From an optimization exercise on the open Yosys and OpenROAD flow, aimed at small area; shortcuts taken in it are not production practice. In this exercise RTL edits were held to simulation tests only and were not proved equivalent to the original. No driver is modelled on the clock port, so clocking that relies on it looks cheaper here than on a real chip. Power is estimated from default activity; no workload was simulated.

==> design/flow/design.v <==
package aukv_rf_pkg;
  localparam int RF_DEF_XLEN  = 32;
  localparam int RF_DEF_NREGS = 32;
  localparam int RF_ZERO_REG  = 0;
  function automatic int rf_aw(input int nregs);
    rf_aw = (nregs < 2) ? 1 : $clog2(nregs);
  endfunction
  localparam int RF_DEF_AW = rf_aw(RF_DEF_NREGS);
endpackage
import aukv_rf_pkg::*;
module aukv_rf_scoreboard
#(
  parameter int NREGS = RF_DEF_NREGS,
  parameter int NWR   = 2,
  parameter int AW    = (NREGS < 2) ? 1 : $clog2(NREGS)
) (
  input  logic              i_clk,
  input  logic              i_rst,
  input  logic [NREGS-1:0]  i_wb_hit,    
  input  logic [NREGS-1:0]  i_alloc_hit,  
  output logic [NREGS-1:0]  o_pending
);
  logic [NREGS-1:1] r_pending;
  always_ff @(posedge i_clk or posedge i_rst) begin
    if (i_rst) r_pending <= '0;
    else       r_pending <= i_alloc_hit[NREGS-1:1] | (r_pending & ~i_wb_hit[NREGS-1:1]);
  end
  assign o_pending = {r_pending, 1'b0};
endmodule
import aukv_rf_pkg::*;
module aukv_rf_row
#(
  parameter int XLEN = RF_DEF_XLEN
) (
  input  logic            i_clk,
  input  logic            i_sel1,
  input  logic            i_sel0,
  input  logic            i_hold,
  input  logic [XLEN-1:0] i_wdata1,
  input  logic [XLEN-1:0] i_wdata0,
  output logic [XLEN-1:0] o_q
);
  always_ff @(posedge i_clk)
    o_q <= ({XLEN{i_sel1}} & i_wdata1) | ({XLEN{i_sel0}} & i_wdata0) | ({XLEN{i_hold}} & o_q);
endmodule
module aukv_rf_aoi3 (
  input  logic [2:0] i_s,
  input  logic [2:0] i_d,
  output logic       o_n
);
  assign o_n = ~|(i_s & i_d);
endmodule
module aukv_rf_rdbit
#(
  parameter int N = 33
) (
  input  logic [N-1:0] i_sel,
  input  logic [N-1:0] i_d,
  output logic         o_y
);
  localparam int G = (N + 2) / 3;
  logic [3*G-1:0] w_s, w_d;
  logic [G-1:0]   w_n;
  assign w_s = (3*G)'(i_sel);
  assign w_d = (3*G)'(i_d);
  for (genvar g = 0; g < G; g++) begin : g_grp
    aukv_rf_aoi3 u_aoi (.i_s(w_s[3*g +: 3]), .i_d(w_d[3*g +: 3]), .o_n(w_n[g]));
  end
  assign o_y = ~&w_n;
endmodule
module aukv_gpr_regfile_mp
#(
  parameter int XLEN  = RF_DEF_XLEN,
  parameter int NREGS = RF_DEF_NREGS,
  parameter int NRD   = 2,
  parameter int NWR   = 2,
  parameter int AW    = (NREGS < 2) ? 1 : $clog2(NREGS)
) (
  input  logic                i_clk,
  input  logic                i_rst,
  input  logic [NRD*AW-1:0]   i_rs_addr,
  output logic [NRD*XLEN-1:0] o_rs_data,
  output logic [NRD-1:0]      o_rs_ready,
  input  logic [NWR-1:0]      i_we,
  input  logic [NWR*AW-1:0]   i_rd_addr,
  input  logic [NWR*XLEN-1:0] i_wdata,
  input  logic                i_alloc,
  input  logic [AW-1:0]       i_alloc_addr,
  output logic [NREGS-1:0]    o_pending
);
  logic [XLEN-1:0]  w_q [NREGS];
  logic [NREGS-1:1] r_valid;
  logic [NREGS-1:0] w_hit1, w_hit0;
  logic [NREGS-1:0] w_wb_any;
  logic [NREGS-1:0] w_alloc_hit;
  always_comb begin
    for (int r = 0; r < NREGS; r++) begin
      w_hit0[r]      = i_we[0] && (i_rd_addr[0 +: AW] == AW'(r));
      w_hit1[r]      = i_we[1] && (i_rd_addr[AW +: AW] == AW'(r));
      w_alloc_hit[r] = i_alloc && (i_alloc_addr == AW'(r));
    end
    w_wb_any = w_hit0 | w_hit1;
  end
  aukv_rf_scoreboard #(
    .NREGS (NREGS),
    .NWR   (NWR),
    .AW    (AW)
  ) u_scoreboard (
    .i_clk        (i_clk),
    .i_rst        (i_rst),
    .i_wb_hit     (w_wb_any),
    .i_alloc_hit  (w_alloc_hit),
    .o_pending    (o_pending)
  );
  assign w_q[0] = '0;
  for (genvar r = 1; r < NREGS; r++) begin : g_row
    aukv_rf_row #(.XLEN(XLEN)) u_row (
      .i_clk    (i_clk),
      .i_sel1   (w_hit1[r]),
      .i_sel0   (w_hit0[r] & ~w_hit1[r]),
      .i_hold   (~w_wb_any[r]),
      .i_wdata1 (i_wdata[XLEN +: XLEN]),
      .i_wdata0 (i_wdata[0 +: XLEN]),
      .o_q      (w_q[r])
    );
  end
  always_ff @(posedge i_clk or posedge i_rst) begin
    if (i_rst) r_valid <= '0;
    else       r_valid <= r_valid | w_wb_any[NREGS-1:1];
  end
  for (genvar k = 0; k < NRD; k++) begin : g_rd
    logic [AW-1:0]    a;
    logic             byp1, byp0, byp;
    logic [NREGS+1:0] sel;
    logic [NREGS-1:0] dec;
    assign a    = i_rs_addr[k*AW +: AW];
    assign byp1 = i_we[1] && (i_rd_addr[AW +: AW] == a) && (a != AW'(RF_ZERO_REG));
    assign byp0 = i_we[0] && (i_rd_addr[0 +: AW] == a) && (a != AW'(RF_ZERO_REG));
    assign byp  = byp1 | byp0;
    always_comb begin
      for (int r = 0; r < NREGS; r++) dec[r] = (a == AW'(r));
      sel = '0;
      for (int r = 1; r < NREGS; r++) sel[r] = dec[r] & r_valid[r] & ~byp;
      sel[0]       = byp0 & ~byp1;
      sel[NREGS]   = byp1;
      sel[NREGS+1] = 1'b0;
    end
    for (genvar b = 0; b < XLEN; b++) begin : g_bit
      logic [NREGS+1:0] d;
      always_comb begin
        for (int r = 1; r < NREGS; r++) d[r] = w_q[r][b];
        d[0]       = i_wdata[b];
        d[NREGS]   = i_wdata[XLEN + b];
        d[NREGS+1] = 1'b0;
      end
      aukv_rf_rdbit #(.N(NREGS+1)) u_bit (.i_sel(sel[NREGS:0]), .i_d(d[NREGS:0]), .o_y(o_rs_data[k*XLEN + b]));
    end
    assign o_rs_ready[k] = ~|(dec & o_pending) | (byp & ~(i_alloc && (i_alloc_addr == a)));
  end
endmodule
==> design/flow/run.sh <==
#!/bin/bash
# synth_recipe.tcl (not shown) runs the flow's synth.tcl, then flattens the netlist and writes it again
# the make line also repeats each setting of config.mk as NAME=value (left out here)
make -C /OpenROAD-flow-scripts/flow DESIGN_CONFIG=/design/flow/config.mk WORK_HOME=/design/flow/orfs CLKGATE_MAP_FILE= SYNTH_SCRIPT=/design/flow/synth_recipe.tcl finish
==> design/flow/config.mk <==
export PLATFORM = sky130hd
export DESIGN_NAME = aukv_gpr_regfile_mp
export DESIGN_NICKNAME = aukv_gpr_regfile_mp
export VERILOG_FILES = /design/flow/design.v
export SDC_FILE = /design/flow/constraint.sdc
export NUM_CORES = 4
export LEC_CHECK = 0
export CAP_MARGIN = 20
export CORE_MARGIN = 2
export CORE_UTILIZATION = 30
export PLACE_DENSITY = 0.4
export SETUP_SLACK_MARGIN = 0.3
export SLEW_MARGIN = 20
export SYNTH_HIERARCHICAL = 1
export SYNTH_MINIMUM_KEEP_SIZE = 0
==> design/flow/constraint.sdc <==
create_clock -name core_clock -period 8.0 [get_ports {i_clk}]
set_input_delay 1.6000 -clock core_clock [delete_from_list [all_inputs] [get_ports {i_clk}]]
set_output_delay 1.6000 -clock core_clock [all_outputs]
set_load 0.01 [all_outputs]
==> results of run 1 <==
## sequential cells by signal, summed over array words and instances (netlist names)
name	flops
g_row.u_row.o_q	992
r_valid	31
u_scoreboard.r_pending	31
## power by group through the flow
stage / logic, µW / clock network (µW) / registers [µW]
after floorplan: 1640 / 0 / 7440
after global placement: 2820 / 0 / 7770
after detailed placement: 2890 / 0 / 7750
after CTS: 2890 / 6050 / 7670
after global routing: 3210 / 6260 / 7860
final: 2970 / 5970 / 7760
## routing by layer
metal	vias up	routed length [µm]	GRT usage, %
li1	21610	-	-
met1	26850	117200	46.41
met2	4924	127700	50.29
met3	790	42510	8.782
met4	8	19760	20.27
met5	-	69	0.1437
## cells in the final DEF (no fill, tap or decap), types with 31 or more instances in the layout
cell / n
a222oi_1: 1696
inv_1: 1061
dfxtp_1: 992
buf_4: 264
clkdlybuf4s50_1: 178
clkbuf_16: 138
nand4_1: 136
nand3_1: 77
nor2_4: 63
dfrtp_1: 62
or3_1: 55
nand2_1: 50
nor2_1: 48
nand2b_1: 43
and3_2: 40
buf_12: 38
clkbuf_1: 35
a21oi_4: 31
a21o_1: 31
## through the flow
step                total power, µW  cells  worst slack [ns]
floorplan                      9077   4876             1.539
global placement              10580   7220           -0.1836
detailed placement            10640   7222           -0.1018
CTS                           16620   7448            0.3013
global route                  17330   7452            0.2942
finish                        16700   7454            0.2843
## worst paths after layout
path / depth (start not counted) / endpoint / from / slack, ns
worst max-delay path: 12 / o_rs_data[30] / i_rs_addr[3] / 0.28
worst min-delay path: 1 / r_valid[10] / r_valid[10] / 0.48
worst max register to register: 2 / g_row[3].u_row.o_q[30] / g_row[3].u_row.o_q[30] / 7.17
worst min register to register: 1 / r_valid[10] / r_valid[10] / 0.48
max in group asynchronous: 3 / u_scoreboard.r_pending[4] / i_rst / 6.00
min in group asynchronous: 2 / u_scoreboard.r_pending[9] / i_rst / 1.31
## worst register-to-register path, stage by stage (launching register included)
cell and delay, ns:
dfxtp_1 0.32, a222oi_1 0.33, inv_1 0.06
## what timing repair did
item / 4_1_cts / 5_1_grt
endpoints found under the setup margin: 57 / 39
pin swaps: 3 / 15
resized for setup: 16 / 33
buffers inserted: 0 / 4
## layout make-up
cell class / instances / area share (%)
Multi-Input combinational cell: 2440 / 37.84
Sequential cell: 1054 / 35.92
Timing Repair Buffer: 496 / 7.939
Clock buffer: 202 / 6.684
Inverter: 1061 / 6.682
Tap cell: 2175 / 4.566
Clock inverter: 24 / 0.3632
Antenna cell: 2 / 0.008397
==> metrics.md, run 1 <==
| Metric | Value |
|---|---|
| Run status | complete, no violations |
| Via count | 54,180 |
| Unrepaired setup endpoints after global routing | no |
| Minimum period implied by the final worst setup slack | 7.716 ns |
| Fin crit share | 96.45% |
| Total number of H-tree levels | 4 |
| Placed wire-length estimate after detailed placement | 182,800 µm |
| Number of search-and-repair iterations in the first detailed-routing pass | 22 |
| Crit-path leading delay family | buffers and inverters |
| Via count normalized by instance count | 7.269 |
| Area Overhead vs Synth | 20.73% |
| Syn nets | 4,970 |
| Post-detailed-route DRC marker count | 0 |
| Number of buffers added by the clock tree synthesis step | 131 |
| Worst Tran Pin Value | 1.192 ns |
| Number of nets in the layout | 5,278 |
| CP Data Arrival Time | 6.12 ns |
| First-iteration detailed-routing DRC count | 19,500 |
| Final instance area | 59,600 µm² |
| Clk buf depth | 3 |
| Slew margin rel. | 20.36% |
| Clock-pin transition on the worst setup and hold timing paths | 0.06 ns |
| CTS hold repair buffers | 0 |
| Power spent charging and discharging nets | 5279 µW |
| Routed length per instance | 41.21 µm |
| Share of total power in combinational logic | 17.8% |
| Ratio of total power to cell area | 280.1 nW/µm² |
| Die area | 167,800 µm² |
| Total Negative Setup Slacks | 0 ns |
| Number of antenna violations at the first check in global routing | 9 |
| Worst endpoint required time | 6.40 ns |
| Kind of critical path | input pin to primary output |
| Clock root buffer master | clkbuf_16 |
| Global-route usage over all layers | 34.73% |
| Leak pwr | 0.02814 µW |
| Total cell area at the placement stage | 55,180 µm² |
| # Max-Cap Violations | 0 |
| Internal power of the cells | 11,420 µW |
| Post-route worst hold slack | 0.4808 ns |
| Total Wirelength | 307,200 µm |
| Synth warn | 11 |
| Cell area after synthesis | 49,370 µm² |
| Slowest stage delay, CP | 0.58 ns |
| Kind of start point of the critical path | input pin |
| Site row count | 148 |
| Final setup violation count | 0 |
| Wire length of the first global-routing pass | 416,000 µm |
| Number of global-route vias before repair | 50,250 |
| Global route total overflow | 0 |
| Number of fill cells in the layout | 16,370 |
| Initial standard-cell utilization of the core | 30.26% |
| Max Clock Freq | 0.1296 GHz |
| Cell with the largest stage delay on the worst path | clkdlybuf4s50_1 |
| Share of cells above drive strength 1 | 13.17% |
| IO Port Bufs | 190 |
| Post-synthesis cell count | 4,876 |
| Area occupied by multi-input gates | 22,550 µm² |
| Maximum vdd ir drop | 199.4 µV |
| Clock Latency Late Sink | 0.76 ns |
| Share of power burned in the clock network | 35.8% |
| Endpoint class of the critical path | primary output |
| Number of nets with antenna violations after detailed routing | 0 |
| Hold violation total from the final report | 0 |
| Boundary Pins | 192 |
| Sequential group share of total power | 46.5% |
| Critical Path, Cell by Cell | clkdlybuf4s50_1 > nor3_2 > nor3b_2 > nor4_4 > buf_4 > clkbuf_8 > nor2b_4 > buf_4 > a222oi_1 > nand4_1 > or3_1 > clkdlybuf4s50_1 |
| Largest fanout on the critical path | 33 |
| End-of-flow core utilization | 36.54% |
| Hold Path Class | flip-flop to flip-flop |
| Number of buffers and inverters on the critical path | 5 |
| Fraction of power spent switching nets | 31.62% |
| Clock Skew | 0 ns |
| Core Area | 163,100 µm² |
| Gp weighted congestion | 0.9163 |
| Clock sink total | 1,054 |
| Footprint of the flip-flops and latches | 21,410 µm² |
| Synthesized area divided by synthesized cell count | 10.13 µm² |
| Max Slew Vio Count | 0 |
| Vertical extent of the die | 409.7 µm |
| CTS tree | yes |
| Die width | 409.7 µm |
| Maximum number of pins on one net before global-route repair | 35 |
==> inputs of run 2 (changes only) <==
--- a/design/flow/design.v
+++ b/design/flow/design.v
@@ -68,6 +68,26 @@
   end
   assign o_y = ~&w_n;
 endmodule
+module aukv_rf_rddec
+#(
+  parameter int NREGS = RF_DEF_NREGS,
+  parameter int AW    = (NREGS < 2) ? 1 : $clog2(NREGS)
+) (
+  input  logic [AW-1:0]    i_addr,
+  input  logic             i_kill,
+  input  logic [NREGS-1:1] i_valid,
+  output logic [NREGS-1:1] o_sel
+);
+  localparam int LW = AW / 2;
+  localparam int HW = AW - LW;
+  logic [(1<<LW)-1:0] w_lo;
+  logic [(1<<HW)-1:0] w_hi;
+  always_comb begin
+    for (int i = 0; i < (1 << LW); i++) w_lo[i] = (i_addr[LW-1:0] == LW'(i));
+    for (int i = 0; i < (1 << HW); i++) w_hi[i] = (i_addr[AW-1:LW] == HW'(i)) & ~i_kill;
+    for (int r = 1; r < NREGS; r++) o_sel[r] = w_lo[r % (1 << LW)] & w_hi[r >> LW] & i_valid[r];
+  end
+endmodule
 module aukv_gpr_regfile_mp
 #(
   parameter int XLEN  = RF_DEF_XLEN,
@@ -137,10 +157,11 @@
     assign byp1 = i_we[1] && (i_rd_addr[AW +: AW] == a) && (a != AW'(RF_ZERO_REG));
     assign byp0 = i_we[0] && (i_rd_addr[0 +: AW] == a) && (a != AW'(RF_ZERO_REG));
     assign byp  = byp1 | byp0;
+    aukv_rf_rddec #(.NREGS(NREGS), .AW(AW)) u_dec (
+      .i_addr (a), .i_kill (byp), .i_valid (r_valid), .o_sel (sel[NREGS-1:1])
+    );
     always_comb begin
       for (int r = 0; r < NREGS; r++) dec[r] = (a == AW'(r));
-      sel = '0;
-      for (int r = 1; r < NREGS; r++) sel[r] = dec[r] & r_valid[r] & ~byp;
       sel[0]       = byp0 & ~byp1;
       sel[NREGS]   = byp1;
       sel[NREGS+1] = 1'b0;
==> design/flow/flow/run.sh (new file) <==
#!/bin/bash
set -euo pipefail
here=$(pwd)
export BUFFER_PORTS_ARGS="-buffer_cell sky130_fd_sc_hd__buf_1"
bash standard.sh place > "$here/flow_place.log" 2>&1

export R="$here/orfs/results/$FLOW_PLATFORM/aukv_gpr_regfile_mp/base"
base="-sink_clustering_enable -repair_clock_nets -dont_use_dummy_load -buf_list sky130_fd_sc_hd__clkbuf_16"
cands=("28 100" "24 100" "24 80" "20 80" "16 60" "12 50")
i=0
for c in "${cands[@]}"; do
  set -- $c
  TRY_CTS_ARGS="$base -sink_clustering_size $1 -sink_clustering_max_diameter $2" \
    openroad -no_init -exit flow/cts_try.tcl > "$here/cts_try_$i.log" 2>&1 &
  i=$((i+1))
  if (( i % 3 == 0 )); then wait; fi
done
wait
best=""; best_area=""
i=0
for c in "${cands[@]}"; do
  line=$(grep '^RESULT' "$here/cts_try_$i.log" || true)
  if [[ -n "$line" ]]; then
    set -- $line
    area=$2; slew=$3
    echo "cluster $c: area $area slew $slew" >> "$here/cts_choice.log"
    if awk -v s="$slew" 'BEGIN{exit !(s <= 0.110)}'; then
      if [[ -z "$best" ]] || awk -v a="$area" -v b="$best_area" 'BEGIN{exit !(a < b)}'; then
        best="$c"; best_area=$area
      fi
    fi
  fi
  i=$((i+1))
done
if [[ -n "$best" ]]; then
  set -- $best
  export CTS_ARGS="$base -sink_clustering_size $1 -sink_clustering_max_diameter $2"
else
  export CTS_ARGS="-sink_clustering_enable -repair_clock_nets"
fi
echo "CTS_ARGS=$CTS_ARGS" >> "$here/cts_choice.log"
bash standard.sh > "$here/flow_finish.log" 2>&1
==> design/flow/flow/cts_try.tcl (new file) <==
# Trial CTS on the placed design (nothing is written back): prints the clock
# buffer area it adds and the worst flip-flop clock-pin slew, from placement
# parasitics.
set plat $::env(FLOW_HOME)/platforms/$::env(FLOW_PLATFORM)
foreach lib [glob $plat/lib/sky130_fd_sc_hd__tt_025C_1v80.lib] { read_liberty $lib }
read_db $::env(R)/3_place.odb
read_sdc $::env(R)/3_place.sdc
source $plat/setRC.tcl
proc cell_area {} {
  set a 0
  foreach inst [[ord::get_db_block] getInsts] {
    set m [$inst getMaster]
    if {![$m isFiller] && [$m getType] ne "CORE_WELLTAP"} { set a [expr {$a + [$m getWidth]*[$m getHeight]/1e6}] }
  }
  return $a
}
set a0 [cell_area]
clock_tree_synthesis {*}$::env(TRY_CTS_ARGS)
set_propagated_clock [all_clocks]
estimate_parasitics -placement
set mx 0
foreach p [get_pins -hierarchical */CLK] { set s [get_property $p slew_max]; if {$s > $mx} {set mx $s} }
puts [format "RESULT %.1f %.4f" [expr {[cell_area]-$a0}] $mx]
==> design/flow/standard.sh (new file) <==
#!/bin/bash
# synth_recipe.tcl (not shown) runs the flow's synth.tcl, then flattens the netlist and writes it again
# the make line also repeats each setting of config.mk as NAME=value (left out here)
make -C /OpenROAD-flow-scripts/flow DESIGN_CONFIG=/design/flow/config.mk WORK_HOME=/design/flow/orfs CLKGATE_MAP_FILE= SYNTH_SCRIPT=/design/flow/synth_recipe.tcl "${@:-finish}"
--- a/design/flow/config.mk
+++ b/design/flow/config.mk
@@ -7,8 +7,8 @@
 export LEC_CHECK = 0
 export CAP_MARGIN = 20
 export CORE_MARGIN = 2
-export CORE_UTILIZATION = 30
-export PLACE_DENSITY = 0.4
+export CORE_UTILIZATION = 35
+export PLACE_DENSITY = 0.45
 export SETUP_SLACK_MARGIN = 0.3
 export SLEW_MARGIN = 20
 export SYNTH_HIERARCHICAL = 1
removed: design/flow/run.sh
==> run 2 against run 1 <==
Net effect:
- non-clock buffer count is 41 lower
- sequential share of layout area rose by 3.5 points
- final cell count decreased by 6.8%
- clock power fell by 49%
- first-iteration DRC count up 3.9%
- clock skew unchanged
- clock-buffer cell count is 150 lower
- synthesized cell count shrank 0.10%
- die area shrank 14%
- setup slack worse by 0.020 ns
- global-route usage increased by 6.1 points
- critical path type unchanged
- highest routed layer unchanged
==> metrics.md, run 2 <==
| Metric | Value |
|---|---|
| Hold violation total from the final report | 0 (unchanged) |
| Boundary Pins | 192 (unchanged) |
| Wire length of the first global-routing pass | 415,000 µm (was 416,000 µm) |
| Worst endpoint required time | 6.40 ns (about the same) |
| Post-synthesis cell count | 4,871 (was 4,876) |
| Run status | complete, no violations (unchanged) |
| Via count normalized by instance count | 7.879 (was 7.269) |
| Site row count | 137 (was 148) |
| Number of search-and-repair iterations in the first detailed-routing pass | 22 (unchanged) |
| Maximum number of pins on one net before global-route repair | 35 (unchanged) |
| IO Port Bufs | 190 (unchanged) |
| Cell Count, Final, Fillers Out | 6,948 (was 7,454) |
| Source of the worst hold timing path | r_valid[3] (was r_valid[10]) |
| Kind of start point of the critical path | input pin (unchanged) |
| Number of nets with antenna violations after detailed routing | 0 (unchanged) |
| Kind of critical path | input pin to primary output (unchanged) |
| Leak pwr | 0.02593 µW (was 0.02814 µW) |
| Endpoint class of the critical path | primary output (unchanged) |
| Worst reg2reg endpoint | g_row[24].u_row.o_q[30] (was g_row[3].u_row.o_q[30]) |
| Core Area | 139,700 µm² (was 163,100 µm²) |
| Post-detailed-route DRC marker count | 0 (unchanged) |
| Most used cells in the layout excluding fill and tap cells | 1,696 x a222oi_1, 1,059 x inv_1, 992 x dfxtp_1 (was 1,696 x a222oi_1, 1,061 x inv_1, 992 x dfxtp_1) |
| # Max-Cap Violations | 0 (unchanged) |
| Global route total overflow | 0 (unchanged) |
| End-of-flow core utilization | 38.90% (was 36.54%) |
| Number of buffers and inverters on the critical path | 3 (was 5) |
| Crit-path most repeated cell | buf_1 |
| Ratio of total power to cell area | 247.8 nW/µm² (was 280.1 nW/µm²) |
| Crit-path leading delay family | simple AND/OR/NAND/NOR gates (was buffers and inverters) |
| Total Wirelength | 307,200 µm (about the same) |
| Cell area after synthesis | 49,340 µm² (was 49,370 µm²) |
| Syn nets | 4,965 (was 4,970) |
| Placed wire-length estimate after detailed placement | 177,900 µm (was 182,800 µm) |
| # Post-CTS Setup Buffers | 0 (unchanged) |
| Routed length per instance | 44.22 µm (was 41.21 µm) |
| Largest fanout on the critical path | 11 (was 33) |
| Max Slew Vio Count | 0 (unchanged) |
| Die width | 379.5 µm (was 409.7 µm) |
| Slowest stage delay, CP | 0.75 ns (was 0.58 ns) |
| Area Overhead vs Synth | 10.15% (was 20.73%) |
| Number of fill cells in the layout | 13,990 (was 16,370) |
| Footprint of the flip-flops and latches | 21,410 µm² (unchanged) |
| Via count | 54,750 (was 54,180) |
| Synthesized area divided by synthesized cell count | 10.13 µm² (about the same) |
| Flip-flop count of the largest register, all copies and words added | 992 (unchanged) |
| Vertical extent of the die | 379.5 µm (was 409.7 µm) |
| Placed insts | 6,881 (was 7,222) |
| Number of buffers added by the clock tree synthesis step | 52 (was 131) |
| First-iteration detailed-routing DRC count | 20,250 (was 19,500) |
| Biggest register | g_row.u_row.o_q (unchanged) |
| CP Data Arrival Time | 6.14 ns (was 6.12 ns) |
| Clock-pin transition on the worst setup and hold timing paths | 0.06 ns (about the same) |
| Post-layout total power | 13,470 µW (was 16,700 µW) |
| Minimum period implied by the final worst setup slack | 7.736 ns (was 7.716 ns) |
| Cell with the largest stage delay on the worst path | a222oi_1 (was clkdlybuf4s50_1) |
| Gp weighted congestion | 0.9413 (was 0.9163) |
| CTS tree | yes (unchanged) |
| Post-route worst hold slack | 0.4852 ns (was 0.4808 ns) |
| Die area | 144,000 µm² (was 167,800 µm²) |
| Max Clock Freq | 0.1293 GHz (was 0.1296 GHz) |
| Area occupied by multi-input gates | 22,430 µm² (was 22,550 µm²) |
| Clock sink total | 1,054 (unchanged) |
| Number of antenna violations at the first check in global routing | 19 (was 9) |
| Global-route usage over all layers | 40.79% (was 34.73%) |
| Fin crit share | 96.70% (was 96.45%) |
| Maximum vdd ir drop | 178.4 µV (was 199.4 µV) |
| Initial standard-cell utilization of the core | 35.32% (was 30.26%) |
| Hold Crit Depth | 1 (unchanged) |
| Number of global-route vias before repair | 50,830 (was 50,250) |
| Worst-case reg-to-reg path depth | 2 (unchanged) |
| Clock Latency Late Sink | 0.72 ns (was 0.76 ns) |
| Largest registers | g_row.u_row.o_q: 992 flops, r_valid: 31 flops, u_scoreboard.r_pending: 31 flops (unchanged) |
| Slack of the worst reg-to-reg path | 7.13 ns (was 7.17 ns) |
| Clock Skew | 0 ns (unchanged) |
| Critical Path, Cell by Cell | buf_1 > nor2_1 > and3b_1 > nor4_1 > or2_1 > and4bb_1 > and3_2 > buf_4 > a222oi_1 > nand4_1 > or3_1 > buf_1 (was clkdlybuf4s50_1 > nor3_2 > nor3b_2 > nor4_4 > buf_4 > clkbuf_8 > nor2b_4 > buf_4 > a222oi_1 > nand4_1 > or3_1 > clkdlybuf4s50_1) |
| Worst Tran Pin Value | 1.332 ns (was 1.192 ns) |
| Total Negative Setup Slacks | 0 ns (unchanged) |
| Slew margin rel. | 11.19% (was 20.36%) |
| Unrepaired setup endpoints after global routing | no (unchanged) |
| Final setup violation count | 0 (unchanged) |
| Synth warn | 12 (was 11) |
| Hold Path Class | flip-flop to flip-flop (unchanged) |
| Most frequent standard cell in the layout excluding fill and tap cells | a222oi_1 (unchanged) |
| Share of cells above drive strength 1 | 10.10% (was 13.17%) |
| Startpoint of the worst-slack reg-to-reg timing path | g_row[24].u_row.o_q[30] (was g_row[3].u_row.o_q[30]) |
| End of the worst hold path | r_valid[3] (was r_valid[10]) |
| Number of nets in the layout | 5,155 (was 5,278) |
## run 2: per-stage QoR
step                      setup WS, ns  instance area, µm²
after floorplan                 0.8069               49350
after global placement          0.5742               52940
after detailed placement        0.5740               52950
after CTS                       0.5564               54250
after global routing            0.3099               54310
final                           0.2641               54350
## run 2: final cells by class
type                            count  area share (%)
Clock buffer                       52           2.394
Multi-Input combinational cell   2439           41.27
Antenna cell                       13         0.05986
Tap cell                         1876           4.319
Timing Repair Buffer              455           5.247
Inverter                         1059           7.314
Sequential cell                  1054           39.40
## run 2: worst max path at each step
stage               cells after the start  slack (ns)         start       endpoint
floorplan                              10        0.81  i_rs_addr[4]   o_rs_data[0]
global placement                       14        0.57  i_rs_addr[2]  o_rs_data[20]
detailed placement                     12        0.57  i_rs_addr[4]  o_rs_data[20]
CTS                                    14        0.56  i_rs_addr[2]  o_rs_data[20]
global route                           12        0.31  i_rs_addr[5]  o_rs_data[45]
finish                                 12        0.26  i_rs_addr[5]  o_rs_data[45]
## run 2: worst register-to-register path, stage by stage, from the launching register on
cell and delay [ns]:
dfxtp_1 0.35, a222oi_1 0.36, inv_1 0.07
## run 2: per-layer routing
metal	wire length, µm	global-route usage (%)	vias up	part of all wire [%]
li1	-	-	21220	-
met1	111200	52.22	27090	36
met2	125300	57.78	5327	41
met3	50110	15.55	1085	16
met4	20480	24.21	16	6.7
met5	115	0	-	0.037
## run 2: repair_timing
| action | in CTS | in global routing |
|---|---|---|
| resized for setup | 0 | 1 |
| hold buffers | 0 | 0 |
| endpoints found under the setup margin | 0 | 1 |
## run 2: where the power goes
part / internal [µW] / switching [µW] / total (µW)
Combinational: 1090 / 1550 / 2640
Sequential: 6590 / 1170 / 7760
Clock: 1160 / 1910 / 3070
Total: 8840 / 4630 / 13500
==> inputs of run 3 (changes only) <==
--- a/design/flow/config.mk
+++ b/design/flow/config.mk
@@ -7,9 +7,9 @@
 export LEC_CHECK = 0
 export CAP_MARGIN = 20
 export CORE_MARGIN = 2
-export CORE_UTILIZATION = 35
-export PLACE_DENSITY = 0.45
-export SETUP_SLACK_MARGIN = 0.3
+export CORE_UTILIZATION = 30
+export PLACE_DENSITY = 0.4
+export SETUP_SLACK_MARGIN = 0.1
 export SLEW_MARGIN = 20
 export SYNTH_HIERARCHICAL = 1
 export SYNTH_MINIMUM_KEEP_SIZE = 0
==> run 3 against run 2 <==
Net effect:
- the layout now fails its checks (setup timing)
- clock skew unchanged
- fmax decreased by 3.5%
- largest power group unchanged
- highest routed layer unchanged
- synthesized cell count unchanged
- final cell count increased by 4.9%
- global-route usage decreased by 3.9 points
- sequential power increased by 0.5%
- register-to-register slack improved by 0.03 ns
- via count decreased by 0.27%
- clock-buffer cell count increased by 27
- routed wire length increased by 6.5%
- combinational power about the same
- sequential cell count unchanged
==> metrics.md, run 3 <==
| Metric | Value |
|---|---|
| Initial standard-cell utilization of the core | 30.28% (was 35.32%) |
| Syn nets | 4,965 (unchanged) |
| Number of nets with antenna violations after detailed routing | 0 (unchanged) |
| GRT busiest layer | met2 (unchanged) |
| Number of nets in the layout | 5,204 (was 5,155) |
| Wire length of the first global-routing pass | 436,000 µm (was 415,000 µm) |
| Clock sink total | 1,054 (unchanged) |
| Kind of critical path | input pin to primary output (unchanged) |
| Number of buffers added by the clock tree synthesis step | 79 (was 52) |
| Layout check faults | setup timing |
| Number of fill cells in the layout | 16,720 (was 13,990) |
| Total Negative Setup Slacks | -0.01445 ns (was 0 ns) |
| Clock Skew | 0 ns (unchanged) |
| Met3 Track Usage GR | 11.39% (was 15.55%) |
| Endpoint class of the critical path | primary output (unchanged) |
| Total Wirelength | 327,200 µm (was 307,200 µm) |
| CP Data Arrival Time | 6.41 ns (was 6.14 ns) |
| Post-detailed-route DRC marker count | 0 (unchanged) |
| # Max-Cap Violations | 0 (unchanged) |
| Clock-pin transition on the worst setup and hold timing paths | 0.04 ns (was 0.06 ns) |
| Biggest register | g_row.u_row.o_q (unchanged) |
| Power spent charging and discharging nets | 4849 µW (was 4630 µW) |
| Area Overhead vs Synth | 12.82% (was 10.15%) |
| Share of cells above drive strength 1 | 10.96% (was 10.10%) |
| CTS tree | yes (unchanged) |
| Number of global-route vias before repair | 50,950 (was 50,830) |
| Max Slew Vio Count | 0 (unchanged) |
| Placed wire-length estimate after detailed placement | 196,300 µm (was 177,900 µm) |
| Boundary Pins | 192 (unchanged) |
| Synthesized area divided by synthesized cell count | 10.13 µm² (unchanged) |
| Global route total overflow | 0 (unchanged) |
| Kind of start point of the critical path | input pin (unchanged) |
| Worst Tran Pin Value | 1.314 ns (was 1.332 ns) |
| Core Area | 163,000 µm² (was 139,700 µm²) |
| Via count | 54,600 (was 54,750) |
| Leak pwr | 0.02641 µW (was 0.02593 µW) |
| Crit-path leading delay family | simple AND/OR/NAND/NOR gates (unchanged) |
| Cell Count, Final, Fillers Out | 7,289 (was 6,948) |
| Max Clock Freq | 0.1248 GHz (was 0.1293 GHz) |
| Footprint of the flip-flops and latches | 21,410 µm² (unchanged) |
| Maximum number of pins on one net before global-route repair | 35 (unchanged) |
| Via count normalized by instance count | 7.490 (was 7.879) |
| Fraction of power spent switching nets | 33.96% (was 34.38%) |
| Maximum vdd ir drop | 171.1 µV (was 178.4 µV) |
| # Post-CTS Setup Buffers | 0 (unchanged) |
| Vertical extent of the die | 409.5 µm (was 379.5 µm) |
| First-iteration detailed-routing DRC count | 18,960 (was 20,250) |
| Met2 Resource Use GR | 54.24% (was 57.78%) |
| Die area | 167,700 µm² (was 144,000 µm²) |
| Post-route worst setup slack | -0.01445 ns (was 0.2641 ns) |
| Site row count | 148 (was 137) |
| Number of buffers and inverters on the critical path | 4 (was 3) |
| CTS hold repair buffers | 0 (unchanged) |
| Synth warn | 12 (unchanged) |
| Final instance area | 55,670 µm² (was 54,350 µm²) |
| Share of total power in combinational logic | 18.7% (was 19.6%) |
| Most used cells in the layout excluding fill and tap cells | 1,696 x a222oi_1, 1,059 x inv_1, 992 x dfxtp_1 (unchanged) |
| Global-route usage over all layers | 36.87% (was 40.79%) |
| # resized after CTS | 0 (unchanged) |
| Slowest stage delay, CP | 0.74 ns (was 0.75 ns) |
| Minimum period implied by the final worst setup slack | 8.014 ns (was 7.736 ns) |
| Worst-case reg-to-reg path depth | 2 (unchanged) |
| M1 GR Usage | 46.59% (was 52.22%) |
| Hold violation total from the final report | 0 (unchanged) |
| Flip-flop count of the largest register, all copies and words added | 992 (unchanged) |
| Number of search-and-repair iterations in the first detailed-routing pass | 17 (was 22) |
| Slew margin rel. | 12.40% (was 11.19%) |
| Number of antenna violations at the first check in global routing | 28 (was 19) |
| Hold Crit Depth | 1 (unchanged) |
| Ratio of total power to cell area | 256.6 nW/µm² (was 247.8 nW/µm²) |
| Internal power of the cells | 9432 µW (was 8838 µW) |
| Logic depth of the worst setup path including buffers | 12 (unchanged) |
| Final setup violation count | 1 (was 0) |
| IO Port Bufs | 190 (unchanged) |
| Cell area after synthesis | 49,340 µm² (unchanged) |
| Critical Path, Cell by Cell | buf_1 > and3b_1 > or4_1 > nor2b_1 > inv_1 > and4b_1 > and3_2 > buf_12 > a222oi_1 > nand4_1 > or3_1 > buf_1 (was buf_1 > nor2_1 > and3b_1 > nor4_1 > or2_1 > and4bb_1 > and3_2 > buf_4 > a222oi_1 > nand4_1 > or3_1 > buf_1) |
| Clock Latency Late Sink | 0.72 ns (about the same) |
| Worst slack at placement | 0.3090 ns (was 0.5740 ns) |
| Worst endpoint required time | 6.40 ns (about the same) |
| Largest fanout on the critical path | 19 (was 11) |
| Total cell area at the placement stage | 53,660 µm² (was 52,950 µm²) |
| Die width | 409.5 µm (was 379.5 µm) |
| Post-synthesis cell count | 4,871 (unchanged) |
| Sequential group share of total power | 54.6% (was 57.6%) |
| Placed insts | 7,204 (was 6,881) |
| Share of power burned in the clock network | 26.7% (was 22.8%) |
| Run status | complete, but fails checks (was complete, no violations) |
| Cell with the largest stage delay on the worst path | a222oi_1 (unchanged) |
| Gp weighted congestion | 0.9204 (was 0.9413) |
| Unrepaired setup endpoints after global routing | no (unchanged) |
| Hold Path Class | flip-flop to flip-flop (unchanged) |
| Routed length per instance | 44.89 µm (was 44.22 µm) |
| Largest registers | g_row.u_row.o_q: 992 flops, r_valid: 31 flops, u_scoreboard.r_pending: 31 flops (unchanged) |
| Most frequent standard cell in the layout excluding fill and tap cells | a222oi_1 (unchanged) |
| Crit-path most repeated cell | buf_1 (unchanged) |
| Fin crit share | 100.2% (was 96.70%) |
| Area occupied by multi-input gates | 22,410 µm² (was 22,430 µm²) |
## run 3: cell types whose count changed in the layout (fill, tap and decap cells not counted)
cell       before  now
and3_4          6    2
buf_12         10   18
nor2_2          1    4
and3_2         56   60
nor3_4          1    0
buf_16          0    2
buf_4         255  267
clkbuf_2       19   16
nor3_2          0    1
diode_2        13    6
nor2_1         46   43
clkbuf_16      52   79
buf_1         171  174
## run 3: path summary, 6_finish.rpt
kind | startpoint | endpoint | slack, ns
setup reg to reg | g_row[28].u_row.o_q[30] | g_row[28].u_row.o_q[30] | 7.16
min in group asynchronous | i_rst | u_scoreboard.r_pending[13] | 1.02
hold / removal | r_valid[2] | r_valid[2] | 0.48
hold reg to reg | r_valid[2] | r_valid[2] | 0.48
max in group asynchronous | i_rst | r_valid[2] | 6.54
setup / recovery | i_rs_addr[4] | o_rs_data[8] | -0.01
## run 3: area by class of cell
type / instances / share of cell area (%)
multi-input combinational: 2439 / 40.27
tap: 2175 / 4.889
sequential: 1054 / 38.46
antenna: 6 / 0.02697
inverter: 1059 / 7.141
clock buffer: 79 / 3.551
timing repair buffer: 477 / 5.664
## run 3: metal layers
metal / routed length (µm) / part of all wire, % / up-vias
li1: - / - / 21340
met1: 121100 / 37 / 27220
met2: 137100 / 42 / 4998
met3: 45900 / 14 / 1022
met4: 22970 / 7.0 / 18
met5: 114 / 0.035 / -
## run 3: power by group through the flow
| stage | Clock (µW) | Sequential, µW | Combinational, µW |
|---|---|---|---|
| 4_1_cts | 3840 | 7710 | 2610 |
| 3_3_place_gp | 0 | 7840 | 2540 |
| 6_report | 3810 | 7800 | 2670 |
| 2_1_floorplan | 0 | 7440 | 1640 |
| 3_5_place_dp | 0 | 7810 | 2620 |
| 5_1_grt | 4010 | 7910 | 2900 |
## run 3: stage by stage
| stage | hold slack (ns) | util (%) | power (µW) |
|---|---|---|---|
| finish | 0.4825 | 34.16 | 14280 |
| CTS | 0.4761 | 34.14 | 14160 |
| detailed placement | 0.4604 | 32.93 | 10420 |
| global placement | 0.4632 | 32.89 | 10380 |
| global route | 0.5048 | 34.16 | 14820 |
| floorplan | 0.4403 | - | 9072 |
## run 3: worst register-to-register path, cell delays in order, from the launching register on
cell      delay (ns)
dfxtp_1         0.34
a222oi_1        0.33
inv_1           0.06
==> inputs of run 4 (changes only) <==
--- a/design/flow/design.v
+++ b/design/flow/design.v
@@ -16,14 +16,14 @@
 ) (
   input  logic              i_clk,
   input  logic              i_rst,
-  input  logic [NREGS-1:0]  i_wb_hit,    
+  input  logic [NREGS-1:0]  i_wb_keep,   
   input  logic [NREGS-1:0]  i_alloc_hit,  
   output logic [NREGS-1:0]  o_pending
 );
   logic [NREGS-1:1] r_pending;
   always_ff @(posedge i_clk or posedge i_rst) begin
     if (i_rst) r_pending <= '0;
-    else       r_pending <= i_alloc_hit[NREGS-1:1] | (r_pending & ~i_wb_hit[NREGS-1:1]);
+    else       r_pending <= i_alloc_hit[NREGS-1:1] | (r_pending & i_wb_keep[NREGS-1:1]);
   end
   assign o_pending = {r_pending, 1'b0};
 endmodule
@@ -76,16 +76,23 @@
   input  logic [AW-1:0]    i_addr,
   input  logic             i_kill,
   input  logic [NREGS-1:1] i_valid,
-  output logic [NREGS-1:1] o_sel
+  input  logic [NREGS-1:1] i_pending,
+  output logic [NREGS-1:1] o_sel,
+  output logic             o_pending    
 );
   localparam int LW = AW / 2;
   localparam int HW = AW - LW;
   logic [(1<<LW)-1:0] w_lo;
-  logic [(1<<HW)-1:0] w_hi;
+  logic [(1<<HW)-1:0] w_hi, w_hik;
   always_comb begin
     for (int i = 0; i < (1 << LW); i++) w_lo[i] = (i_addr[LW-1:0] == LW'(i));
-    for (int i = 0; i < (1 << HW); i++) w_hi[i] = (i_addr[AW-1:LW] == HW'(i)) & ~i_kill;
-    for (int r = 1; r < NREGS; r++) o_sel[r] = w_lo[r % (1 << LW)] & w_hi[r >> LW] & i_valid[r];
+    for (int i = 0; i < (1 << HW); i++) w_hi[i] = (i_addr[AW-1:LW] == HW'(i));
+    w_hik = w_hi & ~{(1 << HW){i_kill}};
+    o_pending = 1'b0;
+    for (int r = 1; r < NREGS; r++) begin
+      o_sel[r]   = w_lo[r % (1 << LW)] & w_hik[r >> LW] & i_valid[r];
+      o_pending |= w_lo[r % (1 << LW)] & w_hi[r >> LW] & i_pending[r];
+    end
   end
 endmodule
 module aukv_gpr_regfile_mp
@@ -128,7 +135,7 @@
   ) u_scoreboard (
     .i_clk        (i_clk),
     .i_rst        (i_rst),
-    .i_wb_hit     (w_wb_any),
+    .i_wb_keep    (~w_wb_any),
     .i_alloc_hit  (w_alloc_hit),
     .o_pending    (o_pending)
   );
@@ -152,16 +159,16 @@
     logic [AW-1:0]    a;
     logic             byp1, byp0, byp;
     logic [NREGS+1:0] sel;
-    logic [NREGS-1:0] dec;
     assign a    = i_rs_addr[k*AW +: AW];
     assign byp1 = i_we[1] && (i_rd_addr[AW +: AW] == a) && (a != AW'(RF_ZERO_REG));
     assign byp0 = i_we[0] && (i_rd_addr[0 +: AW] == a) && (a != AW'(RF_ZERO_REG));
     assign byp  = byp1 | byp0;
+    logic pend;
     aukv_rf_rddec #(.NREGS(NREGS), .AW(AW)) u_dec (
-      .i_addr (a), .i_kill (byp), .i_valid (r_valid), .o_sel (sel[NREGS-1:1])
+      .i_addr (a), .i_kill (byp), .i_valid (r_valid), .i_pending (o_pending[NREGS-1:1]),
+      .o_sel (sel[NREGS-1:1]), .o_pending (pend)
     );
     always_comb begin
-      for (int r = 0; r < NREGS; r++) dec[r] = (a == AW'(r));
       sel[0]       = byp0 & ~byp1;
       sel[NREGS]   = byp1;
       sel[NREGS+1] = 1'b0;
@@ -176,6 +183,6 @@
       end
       aukv_rf_rdbit #(.N(NREGS+1)) u_bit (.i_sel(sel[NREGS:0]), .i_d(d[NREGS:0]), .o_y(o_rs_data[k*XLEN + b]));
     end
-    assign o_rs_ready[k] = ~|(dec & o_pending) | (byp & ~(i_alloc && (i_alloc_addr == a)));
+    assign o_rs_ready[k] = ~pend | (byp & ~(i_alloc && (i_alloc_addr == a)));
   end
 endmodule
==> design/flow/flow/run.sh (replaced) <==
#!/bin/bash
set -euo pipefail
here=$(pwd)
export BUFFER_PORTS_ARGS="-buffer_cell sky130_fd_sc_hd__buf_1"
bash standard.sh place > "$here/flow_place.log" 2>&1

export R="$here/orfs/results/$FLOW_PLATFORM/aukv_gpr_regfile_mp/base"
base="-sink_clustering_enable -repair_clock_nets -dont_use_dummy_load"
cands=("clkbuf_16 28 100" "clkbuf_16 24 100" "clkbuf_16 24 80" "clkbuf_16 20 80" "clkbuf_16 16 60" "clkbuf_16 12 50" "clkbuf_8 16 70" "clkbuf_8 12 60" "clkbuf_4 10 50")
i=0
for c in "${cands[@]}"; do
  set -- $c
  TRY_CTS_ARGS="$base -buf_list sky130_fd_sc_hd__$1 -sink_clustering_size $2 -sink_clustering_max_diameter $3" \
    openroad -no_init -exit flow/cts_try.tcl > "$here/cts_try_$i.log" 2>&1 &
  i=$((i+1))
  if (( i % 3 == 0 )); then wait; fi
done
wait
best=""; best_area=""
i=0
for c in "${cands[@]}"; do
  line=$(grep '^RESULT' "$here/cts_try_$i.log" || true)
  if [[ -n "$line" ]]; then
    set -- $line
    area=$2; slew=$3
    echo "cluster $c: area $area slew $slew" >> "$here/cts_choice.log"
    if awk -v s="$slew" 'BEGIN{exit !(s <= 0.115)}'; then
      if [[ -z "$best" ]] || awk -v a="$area" -v b="$best_area" 'BEGIN{exit !(a < b)}'; then
        best="$c"; best_area=$area
      fi
    fi
  fi
  i=$((i+1))
done
if [[ -n "$best" ]]; then
  set -- $best
  export CTS_ARGS="$base -buf_list sky130_fd_sc_hd__$1 -sink_clustering_size $2 -sink_clustering_max_diameter $3"
else
  export CTS_ARGS="-sink_clustering_enable -repair_clock_nets"
fi
echo "CTS_ARGS=$CTS_ARGS" >> "$here/cts_choice.log"
bash standard.sh > "$here/flow_finish.log" 2>&1
--- a/design/flow/config.mk
+++ b/design/flow/config.mk
@@ -9,7 +9,7 @@
 export CORE_MARGIN = 2
 export CORE_UTILIZATION = 30
 export PLACE_DENSITY = 0.4
-export SETUP_SLACK_MARGIN = 0.1
+export SETUP_SLACK_MARGIN = 0.3
 export SLEW_MARGIN = 20
 export SYNTH_HIERARCHICAL = 1
 export SYNTH_MINIMUM_KEEP_SIZE = 0
==> run 4 against run 3 <==
Net effect:
- routed wire length is 3.2% lower
- now clean on timing, DRC and antenna
- synthesized cell count fell by 1.7%
- largest cell class unchanged
- clock-buffer cell count down 23
==> metrics.md, run 4 <==
| Metric | Value |
|---|---|
| # resized after CTS | 0 (unchanged) |
| Hold Crit Depth | 1 (unchanged) |
| Highest Signal Layer | met5 (unchanged) |
| Total Wirelength | 316,600 µm (was 327,200 µm) |
| First-iteration detailed-routing DRC count | 18,790 (was 18,960) |
| Slack of the worst reg-to-reg path | 7.04 ns (was 7.16 ns) |
| Core Area | 162,400 µm² (was 163,000 µm²) |
| Post-route worst hold slack | 0.4923 ns (was 0.4825 ns) |
| Post-layout total power | 13,570 µW (was 14,280 µW) |
| CTS tree | yes (unchanged) |
| Syn nets | 4,882 (was 4,965) |
| Routed length per instance | 44.13 µm (was 44.89 µm) |
| Maximum number of pins on one net before global-route repair | 36 (was 35) |
| Leak pwr | 0.02570 µW (was 0.02641 µW) |
| Post-route worst setup slack | 0.4587 ns (was -0.01445 ns) |
| Synth warn | 12 (unchanged) |
| Detailed-routed wire length on met3 | 43,530 µm (was 45,900 µm) |
| Worst-case reg-to-reg path depth | 1 (was 2) |
| Most frequent standard cell in the layout excluding fill and tap cells | a222oi_1 (unchanged) |
| Worst endpoint required time | 6.40 ns (about the same) |
| Global-route usage over all layers | 35.86% (was 36.87%) |
| Worst reg2reg endpoint | r_valid[23] (was g_row[28].u_row.o_q[30]) |
| Boundary Pins | 192 (unchanged) |
| Slew margin rel. | 16.21% (was 12.40%) |
| Worst slack at placement | 0.6164 ns (was 0.3090 ns) |
| Initial standard-cell utilization of the core | 30.17% (was 30.28%) |
| Die width | 408.1 µm (was 409.5 µm) |
| Gp weighted congestion | 0.9283 (was 0.9204) |
| Hold Path Class | flip-flop to flip-flop (unchanged) |
| Clock sink total | 1,054 (unchanged) |
| Clock-pin transition on the worst setup and hold timing paths | 0.11 ns (was 0.04 ns) |
| Unrepaired setup endpoints after global routing | no (unchanged) |
| Post-synthesis cell count | 4,788 (was 4,871) |
| Met2 wirelength from detailed routing | 134,300 µm (was 137,100 µm) |
| Number of buffers added by the clock tree synthesis step | 56 (was 79) |
| Run status | complete, no violations (was complete, but fails checks) |
| # Post-CTS Setup Buffers | 0 (unchanged) |
| Met1 wire length | 117,500 µm (was 121,100 µm) |
| Share of cells above drive strength 1 | 10.78% (was 10.96%) |
| Number of fill cells in the layout | 16,670 (was 16,720) |
| Most used cells in the layout excluding fill and tap cells | 1,696 x a222oi_1, 993 x inv_1, 992 x dfxtp_1 (was 1,696 x a222oi_1, 1,059 x inv_1, 992 x dfxtp_1) |
| Number of nets in the layout | 5,085 (was 5,204) |
| Synthesized area divided by synthesized cell count | 10.23 µm² (was 10.13 µm²) |
| Wire length of the first global-routing pass | 426,300 µm (was 436,000 µm) |
| IO Port Bufs | 190 (unchanged) |
| Ratio of total power to cell area | 248.9 nW/µm² (was 256.6 nW/µm²) |
| # Max-Cap Violations | 0 (unchanged) |
| Flip-flop count of the largest register, all copies and words added | 992 (unchanged) |
| CTS hold repair buffers | 0 (unchanged) |
| Total Negative Setup Slacks | 0 ns (was -0.01445 ns) |
| Minimum period implied by the final worst setup slack | 7.541 ns (was 8.014 ns) |
| Cell area after synthesis | 48,990 µm² (was 49,340 µm²) |
| Worst Tran Pin Value | 1.257 ns (was 1.314 ns) |
| Global route total overflow | 0 (unchanged) |
| Area Overhead vs Synth | 11.22% (was 12.82%) |
| Endpoint class of the critical path | primary output (unchanged) |
| Biggest register | g_row.u_row.o_q (unchanged) |
| Via count normalized by instance count | 7.526 (was 7.490) |
| Post-detailed-route DRC marker count | 0 (unchanged) |
| Kind of critical path | input pin to primary output (unchanged) |
| CP Data Arrival Time | 5.94 ns (was 6.41 ns) |
| Number of search-and-repair iterations in the first detailed-routing pass | 17 (unchanged) |
| Clock Skew | 0 ns (unchanged) |
| Startpoint of the worst-slack reg-to-reg timing path | r_valid[23] (was g_row[28].u_row.o_q[30]) |
| Largest fanout on the critical path | 22 (was 19) |
| Largest registers | g_row.u_row.o_q: 992 flops, r_valid: 31 flops, u_scoreboard.r_pending: 31 flops (unchanged) |
| Site row count | 148 (unchanged) |
| Number of antenna violations at the first check in global routing | 16 (was 28) |
| Number of nets with antenna violations after detailed routing | 0 (unchanged) |
| End of the worst hold path | r_valid[16] (was r_valid[2]) |
| Placed wire-length estimate after detailed placement | 196,500 µm (was 196,300 µm) |
| Fin crit share | 94.27% (was 100.2%) |
| Kind of start point of the critical path | input pin (unchanged) |
| Final setup violation count | 0 (was 1) |
| Source of the worst hold timing path | r_valid[16] (was r_valid[2]) |
| Vertical extent of the die | 408.1 µm (was 409.5 µm) |
| Hold violation total from the final report | 0 (unchanged) |
| Max Clock Freq | 0.1326 GHz (was 0.1248 GHz) |
| End-of-flow core utilization | 33.55% (was 34.16%) |
| Die area | 166,600 µm² (was 167,700 µm²) |
| Number of global-route vias before repair | 50,640 (was 50,950) |
| Via count | 53,990 (was 54,600) |
| Maximum vdd ir drop | 179.1 µV (was 171.1 µV) |
| Clock Latency Late Sink | 0.75 ns (was 0.72 ns) |
| Max Slew Vio Count | 0 (unchanged) |
run 4: how the worst max path moves through the flow:
| stage | startpoint | endpoint | slack (ns) | depth (start not counted) |
|---|---|---|---|---|
| floorplan | i_rd_addr[8] | o_rs_data[0] | 1.10 | 11 |
| global placement | i_rs_addr[7] | o_rs_data[39] | 0.69 | 15 |
| detailed placement | i_rs_addr[7] | o_rs_data[33] | 0.62 | 15 |
| CTS | i_rs_addr[7] | o_rs_data[33] | 0.62 | 15 |
| global route | i_rs_addr[7] | o_rs_data[39] | 0.40 | 15 |
| finish | i_rs_addr[7] | o_rs_data[33] | 0.46 | 15 |
run 4: layout make-up:
cell class,instances,area [µm²],area share [%]
clock buffers,56,1401,2.572
repair buffers,461,3147,5.775
well taps,2175,2721,4.994
multi-input cells,2424,22060,40.48
flip-flops and latches,1054,21410,39.29
diodes,9,22.52,0.04133
inverters,994,3731,6.847
run 4: layer usage:
layer  vias up  GRT usage (%)
met4         8          21.02
met3      1096          10.63
met1     26910          45.63
li1      21060              -
met2      4915          53.55
met5         -              0
run 4: critical path, cell delays in order:
cell      delay, ns
buf_1          0.07
buf_4          0.20
or4_1          0.53
nor2_2         0.17
nor4_1         0.12
or2_1          0.27
nand2b_1       0.24
nor3_1         0.68
and3_2         0.96
buf_4          0.39
buf_4          0.19
a222oi_1       0.08
nand4_1        0.10
or3_1          0.15
buf_1          0.18
run 4: power breakdown:
part	switching (µW)	total, µW	internal [µW]
sequential	1160	7750	6590
combinational	1510	2600	1090
clock	1970	3210	1240
run 4: stage by stage:
step,cell area (µm²),cells
CTS,54470,7164
detailed placement,53070,7108
global placement,53070,7108
floorplan,48990,4788
global route,54470,7165
finish,54490,7173
==> inputs of run 5 (changes only) <==
--- a/design/flow/design.v
+++ b/design/flow/design.v
@@ -30,18 +30,25 @@
 import aukv_rf_pkg::*;
 module aukv_rf_row
 #(
-  parameter int XLEN = RF_DEF_XLEN
-) (
-  input  logic            i_clk,
-  input  logic            i_sel1,
-  input  logic            i_sel0,
-  input  logic            i_hold,
-  input  logic [XLEN-1:0] i_wdata1,
-  input  logic [XLEN-1:0] i_wdata0,
-  output logic [XLEN-1:0] o_q
+  parameter int W = RF_DEF_XLEN
+) (
+  input  logic         i_clk,
+  input  logic         i_sel1,
+  input  logic         i_sel0,
+  input  logic         i_hold,
+  input  logic [W-1:0] i_wdata1,
+  input  logic [W-1:0] i_wdata0,
+  output logic [W-1:0] o_q
 );
   always_ff @(posedge i_clk)
-    o_q <= ({XLEN{i_sel1}} & i_wdata1) | ({XLEN{i_sel0}} & i_wdata0) | ({XLEN{i_hold}} & o_q);
+    o_q <= ({W{i_sel1}} & i_wdata1) | ({W{i_sel0}} & i_wdata0) | ({W{i_hold}} & o_q);
+endmodule
+module aukv_rf_hold (
+  input  logic i_sel1,
+  input  logic i_sel0,
+  output logic o_hold
+);
+  assign o_hold = ~(i_sel1 | i_sel0);
 endmodule
 module aukv_rf_aoi3 (
   input  logic [2:0] i_s,
@@ -118,11 +125,13 @@
   logic [XLEN-1:0]  w_q [NREGS];
   logic [NREGS-1:1] r_valid;
   logic [NREGS-1:0] w_hit1, w_hit0;
+  logic             w_we0_eff;
+  assign w_we0_eff = i_we[0] && !(i_we[1] && (i_rd_addr[AW +: AW] == i_rd_addr[0 +: AW]));
   logic [NREGS-1:0] w_wb_any;
   logic [NREGS-1:0] w_alloc_hit;
   always_comb begin
     for (int r = 0; r < NREGS; r++) begin
-      w_hit0[r]      = i_we[0] && (i_rd_addr[0 +: AW] == AW'(r));
+      w_hit0[r]      = w_we0_eff && (i_rd_addr[0 +: AW] == AW'(r));
       w_hit1[r]      = i_we[1] && (i_rd_addr[AW +: AW] == AW'(r));
       w_alloc_hit[r] = i_alloc && (i_alloc_addr == AW'(r));
     end
@@ -140,15 +149,29 @@
     .o_pending    (o_pending)
   );
   assign w_q[0] = '0;
+  localparam int HX = XLEN / 2;
   for (genvar r = 1; r < NREGS; r++) begin : g_row
-    aukv_rf_row #(.XLEN(XLEN)) u_row (
+    logic hold_lo;
+    aukv_rf_hold u_hold_lo (.i_sel1 (w_hit1[r]), .i_sel0 (w_hit0[r]), .o_hold (hold_lo));
+    aukv_rf_row #(.W(HX)) u_lo (
       .i_clk    (i_clk),
       .i_sel1   (w_hit1[r]),
-      .i_sel0   (w_hit0[r] & ~w_hit1[r]),
-      .i_hold   (~w_wb_any[r]),
-      .i_wdata1 (i_wdata[XLEN +: XLEN]),
-      .i_wdata0 (i_wdata[0 +: XLEN]),
-      .o_q      (w_q[r])
+      .i_sel0   (w_hit0[r]),
+      .i_hold   (hold_lo),
+      .i_wdata1 (i_wdata[XLEN +: HX]),
+      .i_wdata0 (i_wdata[0 +: HX]),
+      .o_q      (w_q[r][HX-1:0])
+    );
+    logic hold_hi;
+    aukv_rf_hold u_hold_hi (.i_sel1 (w_hit1[r]), .i_sel0 (w_hit0[r]), .o_hold (hold_hi));
+    aukv_rf_row #(.W(XLEN - HX)) u_hi (
+      .i_clk    (i_clk),
+      .i_sel1   (w_hit1[r]),
+      .i_sel0   (w_hit0[r]),
+      .i_hold   (hold_hi),
+      .i_wdata1 (i_wdata[XLEN + HX +: XLEN - HX]),
+      .i_wdata0 (i_wdata[HX +: XLEN - HX]),
+      .o_q      (w_q[r][XLEN-1:HX])
     );
   end
   always_ff @(posedge i_clk or posedge i_rst) begin
==> run 5 against run 4 <==
Net effect:
- final cell count is 0.93% higher
- register-to-register slack hardly changed
- largest power group unchanged
- highest routed layer unchanged
- setup slack worse by 0.22 ns
- clock power is 3% lower
- critical path type unchanged
- via count is 1.6% lower
- utilization is 0.64 points higher
- synthesized cell count is 0.67% lower
==> metrics.md, run 5 <==
| Metric | Value |
|---|---|
| Clock-pin transition on the worst setup and hold timing paths | 0.08 ns (was 0.11 ns) |
| Cell area after synthesis | 48,660 µm² (was 48,990 µm²) |
| Clock Latency Late Sink | 0.71 ns (was 0.75 ns) |
| # Post-CTS Setup Buffers | 0 (unchanged) |
| Die width | 406.8 µm (was 408.1 µm) |
| Maximum vdd ir drop | 165.5 µV (was 179.1 µV) |
| M1 GR Usage | 45.63% (about the same) |
| Number of global-route vias before repair | 48,250 (was 50,640) |
| Clock sink total | 1,054 (unchanged) |
| IO Port Bufs | 190 (unchanged) |
| # Max-Cap Violations | 0 (unchanged) |
| Routed length per instance | 40.13 µm (was 44.13 µm) |
| Startpoint of the worst-slack reg-to-reg timing path | r_valid[15] (was r_valid[23]) |
| Most used cells in the layout excluding fill and tap cells | 1,696 x a222oi_1, 994 x inv_1, 992 x dfxtp_1 (was 1,696 x a222oi_1, 993 x inv_1, 992 x dfxtp_1) |
| Most frequent standard cell in the layout excluding fill and tap cells | a222oi_1 (unchanged) |
| Post-synthesis cell count | 4,756 (was 4,788) |
| Post-detailed-route DRC marker count | 0 (unchanged) |
| Synthesized area divided by synthesized cell count | 10.23 µm² (about the same) |
| Hold violation total from the final report | 0 (unchanged) |
| Syn nets | 4,850 (was 4,882) |
| Kind of critical path | input pin to primary output (unchanged) |
| Slew margin rel. | 18.73% (was 16.21%) |
| Source of the worst hold timing path | r_valid[26] (was r_valid[16]) |
| Boundary Pins | 192 (unchanged) |
| Number of fill cells in the layout | 16,500 (was 16,670) |
| Post-layout total power | 13,630 µW (was 13,570 µW) |
| Total Wirelength | 290,600 µm (was 316,600 µm) |
| Via count normalized by instance count | 7.336 (was 7.526) |
| Hold Crit Depth | 1 (unchanged) |
| Core Area | 160,800 µm² (was 162,400 µm²) |
| Hold Path Class | flip-flop to flip-flop (unchanged) |
| Max Slew Vio Count | 0 (unchanged) |
| Via count | 53,110 (was 53,990) |
| Die area | 165,400 µm² (was 166,600 µm²) |
| Unrepaired setup endpoints after global routing | no (unchanged) |
| Global-route usage over all layers | 33.41% (was 35.86%) |
| Met3 Track Usage GR | 7.132% (was 10.63%) |
| GRT busiest layer | met2 (unchanged) |
| Final setup violation count | 0 (unchanged) |
| Footprint of the flip-flops and latches | 21,410 µm² (unchanged) |
| Initial standard-cell utilization of the core | 30.27% (was 30.17%) |
| Wire length of the first global-routing pass | 397,100 µm (was 426,300 µm) |
| Minimum period implied by the final worst setup slack | 7.764 ns (was 7.541 ns) |
| Site row count | 147 (was 148) |
| Maximum number of pins on one net before global-route repair | 37 (was 36) |
| Share of cells above drive strength 1 | 11.45% (was 10.78%) |
| Area occupied by multi-input gates | 22,230 µm² (was 22,060 µm²) |
| Slack of the worst reg-to-reg path | 7.05 ns (was 7.04 ns) |
| Met2 Resource Use GR | 48.99% (was 53.55%) |
| First-iteration detailed-routing DRC count | 16,910 (was 18,790) |
| Fin crit share | 97.04% (was 94.27%) |
| Largest registers | g_row.u_hi.o_q: 496 flops, g_row.u_lo.o_q: 496 flops (was g_row.u_row.o_q: 992 flops, r_valid: 31 flops, u_scoreboard.r_pending: 31 flops) |
| Number of search-and-repair iterations in the first detailed-routing pass | 15 (was 17) |
| End of the worst hold path | r_valid[26] (was r_valid[16]) |
| Worst-case reg-to-reg path depth | 1 (unchanged) |
| Number of buffers added by the clock tree synthesis step | 53 (was 56) |
| CTS tree | yes (unchanged) |
| Max Clock Freq | 0.1288 GHz (was 0.1326 GHz) |
| Worst reg2reg endpoint | r_valid[15] (was r_valid[23]) |
| Area Overhead vs Synth | 12.95% (was 11.22%) |
| Global route total overflow | 0 (unchanged) |
| Endpoint class of the critical path | primary output (unchanged) |
| Leak pwr | 0.02585 µW (was 0.02570 µW) |
| Clock Skew | 0 ns (unchanged) |
| Vertical extent of the die | 406.8 µm (was 408.1 µm) |
| Kind of start point of the critical path | input pin (unchanged) |
| CP Data Arrival Time | 6.16 ns (was 5.94 ns) |
| Largest fanout on the critical path | 18 (was 22) |
| Run status | complete, no violations (unchanged) |
| Worst Tran Pin Value | 1.218 ns (was 1.257 ns) |
| Number of antenna violations at the first check in global routing | 10 (was 16) |
| Ratio of total power to cell area | 248.0 nW/µm² (was 248.9 nW/µm²) |
| Gp weighted congestion | 0.9584 (was 0.9283) |
| Synth warn | 12 (unchanged) |
| Number of nets in the layout | 5,171 (was 5,085) |
| Number of nets with antenna violations after detailed routing | 0 (unchanged) |
| End-of-flow core utilization | 34.19% (was 33.55%) |
| Worst endpoint required time | 6.40 ns (about the same) |
| Placed wire-length estimate after detailed placement | 184,100 µm (was 196,500 µm) |
| Total Negative Setup Slacks | 0 ns (unchanged) |
run 5: power by group:
group	switching (µW)	internal, µW
clock network	1920	1180
logic	1620	1130
registers	1180	6600
run 5: cell type report:
type	count	area share [%]
diodes	5	0.02276
clock buffers	53	2.413
inverters	994	6.788
multi-input cells	2482	40.45
flip-flops and latches	1054	38.95
well taps	2160	4.917
repair buffers	492	6.460
run 5: layer usage:
| layer | routed length [µm] | vias to the layer above |
|---|---|---|
| li1 | - | 21330 |
| met1 | 115100 | 26570 |
| met2 | 120500 | 4573 |
| met3 | 37310 | 630 |
| met4 | 17620 | 6 |
| met5 | 41 | - |
run 5: critical path, stage by stage:
cell and delay [ns]:
buf_1 0.10, or4_1 0.59, nor2_1 0.24, nor4_1 0.15, or2_2 0.35, nand2b_1 0.21, nor3_1 0.86, and3_2 0.82
a222oi_1 0.25, nand4_1 0.34, or3_1 0.43, buf_1 0.20
run 5: repair_timing:
| item | 4_1_cts | 5_1_grt |
|---|---|---|
| hold buffers | 0 | 0 |
| gates resized for setup | 0 | 1 |
| setup endpoints to repair | 0 | 1 |
run 5: worst max-delay path by stage:
stage / start / to / cells after the start
2_1_floorplan: i_rd_addr[6] / o_rs_data[0] / 11
3_3_place_gp: i_rs_addr[6] / o_rs_data[52] / 12
3_5_place_dp: i_rs_addr[6] / o_rs_data[52] / 12
4_1_cts: i_rs_addr[6] / o_rs_data[52] / 12
5_1_grt: i_rs_addr[6] / o_rs_data[49] / 13
6_report: i_rs_addr[6] / o_rs_data[52] / 12
run 5: stage by stage:
stage	std cells	cell area [µm²]	hold WS, ns	setup WS (ns)
after floorplan	4756	48680	0.4425	0.9238
after global placement	7178	53540	0.4609	0.4954
after detailed placement	7181	53600	0.4634	0.4828
after CTS	7234	54930	0.4853	0.4752
after global routing	7236	54960	0.5037	0.3105
final	7240	54970	0.4820	0.2364

==> separate check: timing with driven ports <==
No port has a modelled driver above. Below, the same layouts with a new extraction and two added sets of constraints.
Step 1 (the two cells are an assumption about what drives the block):
set clk [get_ports {i_clk}]
set_driving_cell -lib_cell sky130_fd_sc_hd__clkbuf_16 $clk
set_driving_cell -lib_cell sky130_fd_sc_hd__buf_2 [delete_from_list [all_inputs] $clk]
Step 2, shift: input delay + t, output delay - t, t = (earliest + latest rising clock arrival at the registers) / 2. This alone moves slack from input paths to output paths.
Slacks: ideal / step 1 / step 2; pairs: ideal / step 1.
run | shift t [ns] | setup slack, ns | worst setup path after step 2 | cell pins on the clock port's net
run 1 | 0.846 | 0.284 / 0.260 / 0.260 | input to output | 1
run 2 | 0.785 | 0.264 / 0.242 / 0.242 | input to output | 1
run 3 | 0.774 | -0.014 / -0.037 / -0.037 | input to output | 1
run 4 | 0.803 | 0.459 / 0.436 / 0.436 | input to output | 1
run 5 | 0.782 | 0.236 / 0.214 / 0.214 | input to output | 1
For run 1, which loses most, drivers alone change the setup slack by -0.024 ns; drivers and shift together by -0.024 ns.
